Source: an optimization exercise on an open RTL-to-GDS flow (aim: small area). Production flows keep margins and buffers that such runs may drop.
The RTL was checked by simulation tests, not by an equivalence proof against the original design.
Power and IR drop assume default switching activity.

== build 10 ==
==> flow/design.v (excerpt) <==
module wb_regfile #(
    parameter int unsigned XLEN = 32,
    parameter int unsigned NREG = 32,
    parameter int unsigned CNTW = 16
) (
    input  logic                    clk_i,
    input  logic                    rst_i,
    input  logic                    RegWrite_i,
    input  logic                    MemtoReg_i,
    input  logic [XLEN-1:0]         ALUResult_i,
    input  logic [XLEN-1:0]         RDdata_i,
    input  logic [$clog2(NREG)-1:0] RDaddr_i,
    input  logic [$clog2(NREG)-1:0] RS1addr_i,
    input  logic [$clog2(NREG)-1:0] RS2addr_i,
    output logic [XLEN-1:0]         RS1data_o,
    output logic [XLEN-1:0]         RS2data_o,
    output logic [XLEN-1:0]         WBdata_o,
    output logic                    WBvalid_o,
    output logic [CNTW-1:0]         WBcount_o
);
    localparam int unsigned AW = $clog2(NREG);
    logic [XLEN-1:0] regs_q [1:NREG-1];
    logic [XLEN-1:0] regs_d [1:NREG-1];
    logic [CNTW-1:0] cnt_q;
    logic [XLEN-1:0] wb_data_c;
    logic            wb_valid_c;
    logic [NREG-1:1] wr_c, wrn_c, we_c, hold_c, rd_ok_c;
    logic            run_c;
    logic [NREG-1:0] sel1, sel2;
    always_comb begin
        wb_data_c  = MemtoReg_i ? RDdata_i : ALUResult_i;
        wb_valid_c = RegWrite_i && (RDaddr_i != '0);
        run_c      = !rst_i;
        for (int i = 1; i < int'(NREG); i++) begin
            wr_c[i]  = RegWrite_i && (RDaddr_i == AW'(i));
            wrn_c[i] = !wr_c[i];
            rd_ok_c[i] = wrn_c[i];
        end
    end
    for (genvar i = 1; i < int'(NREG); i++) begin : g_stb
        wb_regfile_strobe u_we   (.a_i(run_c), .b_i(wr_c[i]),  .y_o(we_c[i]));
        wb_regfile_strobe u_hold (.a_i(run_c), .b_i(wrn_c[i]), .y_o(hold_c[i]));
    end
    wb_regfile_rdsel #(.NREG(NREG), .AW(AW)) u_sel1 (
        .addr_i(RS1addr_i), .rd_i(RDaddr_i), .wbv_i(wb_valid_c), .rd_ok_i(rd_ok_c), .sel_o(sel1));
    wb_regfile_rdsel #(.NREG(NREG), .AW(AW)) u_sel2 (
        .addr_i(RS2addr_i), .rd_i(RDaddr_i), .wbv_i(wb_valid_c), .rd_ok_i(rd_ok_c), .sel_o(sel2));
    for (genvar b = 0; b < int'(XLEN); b++) begin : g_bit
        logic [NREG-1:0] col;
        always_comb begin
            col[0] = wb_data_c[b];
            for (int i = 1; i < int'(NREG); i++) col[i] = regs_q[i][b];
        end
        wb_regfile_andor u_rd1 (.sel_i(sel1), .d_i(col), .y_o(RS1data_o[b]));
  ...
Settings: LEC_CHECK=0, CAP_MARGIN=5, CELL_PAD_IN_SITES_DETAIL_PLACEMENT=1, CELL_PAD_IN_SITES_GLOBAL_PLACEMENT=1, CORE_MARGIN=2, CORE_UTILIZATION=55, GPL_TIMING_DRIVEN=0, PLACE_DENSITY=0.65, SETUP_SLACK_MARGIN=0.15, SLEW_MARGIN=5, SYNTH_HIERARCHICAL=1; clock period 7.0 ns.
standard.sh (not shown) runs the stock make flow with config.mk's settings and CLKGATE_MAP_FILE= SYNTH_SCRIPT=/design/flow/synth_recipe.tcl, a recipe that flattens the netlist after the stock synthesis.
==> flow/flow/run.sh <==
#!/bin/bash
# Standard ORFS layout (standard.sh) with a few layout-only choices set in env.sh:
# minimum-size port buffers; synthesis buffers removed and combinational cells reset to
# drive strength 1 before placement (the resizer's repair steps upsize where needed);
# repair restricted to buffers no larger than buf_2; and a clock tree of clkbuf_8
# buffers in small clusters without dummy loads.
# Synthesis runs first on its own, exactly as standard.sh makes it; the layout steps
# then run with the extra don't-use cells.
set -euo pipefail
source flow/env.sh
bash standard.sh synth > synth.log 2>&1
bash standard.sh "DONT_USE_CELLS=$LAYOUT_DONT_USE" finish > standard.log 2>&1
==> flow/flow/env.sh <==
export BUFFER_PORTS_ARGS="-buffer_cell sky130_fd_sc_hd__buf_1"
export POST_FLOORPLAN_TCL="$PWD/flow/downsize.tcl"
export CTS_ARGS="-sink_clustering_enable -repair_clock_nets -dont_use_dummy_load -buf_list {sky130_fd_sc_hd__clkbuf_8} -sink_clustering_size 15 -sink_clustering_max_diameter 100"
# Cells kept out of the layout steps (not synthesis): the platform's own don't-use list
# plus buffers larger than buf_2 and delay cells, so repair buffers with small cells.
export LAYOUT_DONT_USE="sky130_fd_sc_hd__probe_p_8 sky130_fd_sc_hd__probec_p_8 sky130_fd_sc_hd__lpflow_bleeder_1 sky130_fd_sc_hd__lpflow_clkbufkapwr_1 sky130_fd_sc_hd__lpflow_clkbufkapwr_16 sky130_fd_sc_hd__lpflow_clkbufkapwr_2 sky130_fd_sc_hd__lpflow_clkbufkapwr_4 sky130_fd_sc_hd__lpflow_clkbufkapwr_8 sky130_fd_sc_hd__lpflow_clkinvkapwr_1 sky130_fd_sc_hd__lpflow_clkinvkapwr_16 sky130_fd_sc_hd__lpflow_clkinvkapwr_2 sky130_fd_sc_hd__lpflow_clkinvkapwr_4 sky130_fd_sc_hd__lpflow_clkinvkapwr_8 sky130_fd_sc_hd__lpflow_decapkapwr_12 sky130_fd_sc_hd__lpflow_decapkapwr_3 sky130_fd_sc_hd__lpflow_decapkapwr_4 sky130_fd_sc_hd__lpflow_decapkapwr_6 sky130_fd_sc_hd__lpflow_decapkapwr_8 sky130_fd_sc_hd__lpflow_inputiso0n_1 sky130_fd_sc_hd__lpflow_inputiso0p_1 sky130_fd_sc_hd__lpflow_inputiso1n_1 sky130_fd_sc_hd__lpflow_inputiso1p_1 sky130_fd_sc_hd__lpflow_inputisolatch_1 sky130_fd_sc_hd__lpflow_isobufsrc_1 sky130_fd_sc_hd__lpflow_isobufsrc_16 sky130_fd_sc_hd__lpflow_isobufsrc_2 sky130_fd_sc_hd__lpflow_isobufsrc_4 sky130_fd_sc_hd__lpflow_isobufsrc_8 sky130_fd_sc_hd__lpflow_isobufsrckapwr_16 sky130_fd_sc_hd__lpflow_lsbuf_lh_hl_isowell_tap_1 sky130_fd_sc_hd__lpflow_lsbuf_lh_hl_isowell_tap_2 sky130_fd_sc_hd__lpflow_lsbuf_lh_hl_isowell_tap_4 sky130_fd_sc_hd__lpflow_lsbuf_lh_isowell_4 sky130_fd_sc_hd__lpflow_lsbuf_lh_isowell_tap_1 sky130_fd_sc_hd__lpflow_lsbuf_lh_isowell_tap_2 sky130_fd_sc_hd__lpflow_lsbuf_lh_isowell_tap_4 sky130_fd_sc_hd__buf_4 sky130_fd_sc_hd__buf_6 sky130_fd_sc_hd__buf_8 sky130_fd_sc_hd__buf_12 sky130_fd_sc_hd__buf_16 sky130_fd_sc_hd__bufbuf_8 sky130_fd_sc_hd__bufbuf_16 sky130_fd_sc_hd__bufinv_8 sky130_fd_sc_hd__bufinv_16 sky130_fd_sc_hd__clkbuf_16 sky130_fd_sc_hd__clkbuf_4 sky130_fd_sc_hd__clkdlybuf4s15_1 sky130_fd_sc_hd__clkdlybuf4s15_2 sky130_fd_sc_hd__clkdlybuf4s18_1 sky130_fd_sc_hd__clkdlybuf4s18_2 sky130_fd_sc_hd__clkdlybuf4s25_1 sky130_fd_sc_hd__clkdlybuf4s25_2 sky130_fd_sc_hd__clkdlybuf4s50_1 sky130_fd_sc_hd__clkdlybuf4s50_2 sky130_fd_sc_hd__dlygate4sd1_1 sky130_fd_sc_hd__dlygate4sd2_1 sky130_fd_sc_hd__dlygate4sd3_1 sky130_fd_sc_hd__dlymetal6s2s_1 sky130_fd_sc_hd__dlymetal6s4s_1 sky130_fd_sc_hd__dlymetal6s6s_1"
Other scripts of this flow, unchanged in this note and not shown: flow/flow/downsize.tcl
> inputs changed (build 10 -> build 56)
- a change of CAP_MARGIN from 5 to 20
- a change of SLEW_MARGIN from 5 to 20
-- flow/flow/env.sh --
<<< build 10, line 1
export BUFFER_PORTS_ARGS="-buffer_cell sky130_fd_sc_hd__buf_1"
export POST_FLOORPLAN_TCL="$PWD/flow/downsize.tcl"
export CTS_ARGS="-sink_clustering_enable -repair_clock_nets -dont_use_dummy_load -buf_list {sky130_fd_sc_hd__clkbuf_8} -sink_clustering_size 15 -sink_clustering_max_diameter 100"
# Cells kept out of the layout steps (not synthesis): the platform's own don't-use list
# plus buffers larger than buf_2 and delay cells, so repair buffers with small cells.
>>> build 56, line 1
export BUFFER_PORTS_ARGS="-buffer_cell sky130_fd_sc_hd__buf_1"
export POST_FLOORPLAN_TCL="$PWD/flow/downsize.tcl"
export CTS_ARGS="-sink_clustering_enable -repair_clock_nets -dont_use_dummy_load -buf_list {sky130_fd_sc_hd__clkbuf_8} -sink_clustering_size 14 -sink_clustering_max_diameter 100"
# Cells kept out of the layout steps (not synthesis): the platform's own don't-use list
# plus buffers larger than buf_2 and delay cells, so repair buffers with small cells.
### Flow results
Count of input and output buffers: build 10 vs build 56 identical. Compared build 56 against build 10; wire length on met2 within noise. Compared with build 10, in build 56 area after detailed placement +0.31%, count of fill cells added during filler insertion +0.86%, measured slew at the worst slew-check pin -0.14 ns, met3 routing resource usage after global routing +0.27 points. Delta(count of buffers not belonging to the clock network in the layout, build 56 - build 10) > 0.
## Diff of input files: build 64 against build 56
- a change of SLEW_MARGIN from 20 to 5
- a change of CAP_MARGIN from 20 to 5
==> flow/flow/run.sh <==
#!/bin/bash
# Standard ORFS layout (standard.sh) with a few layout-only choices set in env.sh:
# minimum-size port buffers; synthesis buffers removed and combinational cells reset to
# drive strength 1 before placement (the resizer's repair steps upsize where needed);
# repair restricted to buffers no larger than buf_2; and a clock tree of clkbuf_4
# buffers in small clusters without dummy loads.
# Synthesis runs first on its own, exactly as standard.sh makes it; the layout steps
# then run with the extra don't-use cells.
set -euo pipefail
source flow/env.sh
bash standard.sh synth > synth.log 2>&1
bash standard.sh "DONT_USE_CELLS=$LAYOUT_DONT_USE" finish > standard.log 2>&1
-- flow/flow/env.sh --
<<< build 56, line 1
export BUFFER_PORTS_ARGS="-buffer_cell sky130_fd_sc_hd__buf_1"
export POST_FLOORPLAN_TCL="$PWD/flow/downsize.tcl"
export CTS_ARGS="-sink_clustering_enable -repair_clock_nets -dont_use_dummy_load -buf_list {sky130_fd_sc_hd__clkbuf_8} -sink_clustering_size 14 -sink_clustering_max_diameter 100"
# Cells kept out of the layout steps (not synthesis): the platform's own don't-use list
# plus buffers larger than buf_2 and delay cells, so repair buffers with small cells.
>>> build 64, line 1
export BUFFER_PORTS_ARGS="-buffer_cell sky130_fd_sc_hd__buf_1"
export POST_FLOORPLAN_TCL="$PWD/flow/downsize.tcl"
export CTS_ARGS="-sink_clustering_enable -repair_clock_nets -dont_use_dummy_load -buf_list {sky130_fd_sc_hd__clkbuf_4} -sink_clustering_size 9 -sink_clustering_max_diameter 100"
# Cells kept out of the layout steps (not synthesis): the platform's own don't-use list
# plus buffers larger than buf_2 and delay cells, so repair buffers with small cells.
[summary]
Row wire length on met3: build 64 higher / build 56 lower
In the tables for build 56 and build 64, final clock period utilization by the worst path reads lower with build 56.
Build 64 ends up with a clock-pin slew on the worst setup and hold paths that is 0.05 ns lower than in build 56.
Between build 64 and build 56, the maximum clock rate does not differ in any meaningful way.
Wire length reported by the detailed router: build 64 vs build 56 — no meaningful difference
Count of buffers not belonging to the clock network in the layout in build 64 vs build 56: down 8.1%
What build 33 does differently from build 64 at the input level:
- a change of CAP_MARGIN from 5 to 0
- a change of SLEW_MARGIN from 5 to 0
==> flow/flow/run.sh <==
#!/bin/bash
# Standard ORFS layout (standard.sh) with a few layout-only choices set in env.sh:
# minimum-size port buffers; synthesis buffers removed and combinational cells reset to
# drive strength 1 before placement (the resizer's repair steps upsize where needed);
# repair restricted to buffers no larger than buf_2; and a clock tree of clkbuf_8
# buffers in small clusters without dummy loads.
# Synthesis runs first on its own, exactly as standard.sh makes it; the layout steps
# then run with the extra don't-use cells.
set -euo pipefail
source flow/env.sh
bash standard.sh synth > synth.log 2>&1
bash standard.sh "DONT_USE_CELLS=$LAYOUT_DONT_USE" finish > standard.log 2>&1
-- flow/flow/env.sh --
<<< build 64, line 1
export BUFFER_PORTS_ARGS="-buffer_cell sky130_fd_sc_hd__buf_1"
export POST_FLOORPLAN_TCL="$PWD/flow/downsize.tcl"
export CTS_ARGS="-sink_clustering_enable -repair_clock_nets -dont_use_dummy_load -buf_list {sky130_fd_sc_hd__clkbuf_4} -sink_clustering_size 9 -sink_clustering_max_diameter 100"
# Cells kept out of the layout steps (not synthesis): the platform's own don't-use list
# plus buffers larger than buf_2 and delay cells, so repair buffers with small cells.
>>> build 33, line 1
export BUFFER_PORTS_ARGS="-buffer_cell sky130_fd_sc_hd__buf_1"
export POST_FLOORPLAN_TCL="$PWD/flow/downsize.tcl"
export CTS_ARGS="-sink_clustering_enable -repair_clock_nets -dont_use_dummy_load -buf_list {sky130_fd_sc_hd__clkbuf_8} -sink_clustering_size 15 -sink_clustering_max_diameter 100"
# Cells kept out of the layout steps (not synthesis): the platform's own don't-use list
# plus buffers larger than buf_2 and delay cells, so repair buffers with small cells.
Between build 64 and build 33, the difference in utilization is negligible. Maximum frequency delta (build 64 -> build 33): insignificant. Looking at worst-case clock skew, build 33 sits below build 64. Looking at CTS H-tree depth, build 33 sits 1 below build 64. Build 64 and build 33 ended up with roughly the same final area. Route | build 33 vs build 64 | wire shorter in build 33. Between build 64 and build 33, the post-cts sizing count does not differ in any meaningful way.
Here is what was changed in the inputs of build 70 compared with build 33.
- swapping 0 for 5 in SLEW_MARGIN
- swapping 0 for 5 in CAP_MARGIN
-- flow/flow/env.sh --
<<< build 33, line 1
export BUFFER_PORTS_ARGS="-buffer_cell sky130_fd_sc_hd__buf_1"
export POST_FLOORPLAN_TCL="$PWD/flow/downsize.tcl"
export CTS_ARGS="-sink_clustering_enable -repair_clock_nets -dont_use_dummy_load -buf_list {sky130_fd_sc_hd__clkbuf_8} -sink_clustering_size 15 -sink_clustering_max_diameter 100"
# Cells kept out of the layout steps (not synthesis): the platform's own don't-use list
# plus buffers larger than buf_2 and delay cells, so repair buffers with small cells.
>>> build 70, line 1
export BUFFER_PORTS_ARGS="-buffer_cell sky130_fd_sc_hd__buf_1"
export POST_FLOORPLAN_TCL="$PWD/flow/downsize.tcl"
export CTS_ARGS="-sink_clustering_enable -repair_clock_nets -dont_use_dummy_load -buf_list {sky130_fd_sc_hd__clkbuf_8} -sink_clustering_size 14 -sink_clustering_max_diameter 100"
# Cells kept out of the layout steps (not synthesis): the platform's own don't-use list
# plus buffers larger than buf_2 and delay cells, so repair buffers with small cells.
Results
Build 70 went all the way through synthesis, placement and routing and the layout is clean on timing, DRC and antenna.
Non-clock buffering overhead in the final layout ended up 0.25 points higher on build 70 than on build 33.
Build 70 vs build 33: combinational group power up in build 70
Going from build 33 to build 70, the utilization was found to have gone up by 0.24 points.
NOTE HPWL after detailed placement build 33->build 70 increased by a few percent
Build 70 ended with more post-route fraction of the period consumed by the critical path than build 33.
Relative to build 33, the wire length of the first global-routing pass of build 70 is higher by 3.0 mm.

## afterwards: timing with drivers on the ports
No port has a modelled driver above. Below, the same layouts with a new extraction and two added sets of constraints. Step 1: set_driving_cell puts a clkbuf_16 on clk_i and a buf_2 on each other input, an assumption about the parent block. Step 2 also shifts input and output timing later by t, the mid clock arrival at the registers, as if the neighbouring blocks saw the same clock. a / b / c = ideal ports / drivers / drivers and shift; a / b = the first two.
run	shift t [ns]	setup WS [ns]	clock arrival spread, ns
build 10	0.779	0.171 / 0.149 / 0.149	0.078 / 0.078
build 56	0.772	0.246 / 0.224 / 0.224	0.093 / 0.093
build 64	1.113	0.231 / 0.209 / 0.209	0.096 / 0.096
build 33	0.774	0.250 / 0.226 / 0.226	0.073 / 0.073
build 70	0.795	0.205 / 0.181 / 0.181	0.085 / 0.085
After both steps every run listed still meets setup and hold.
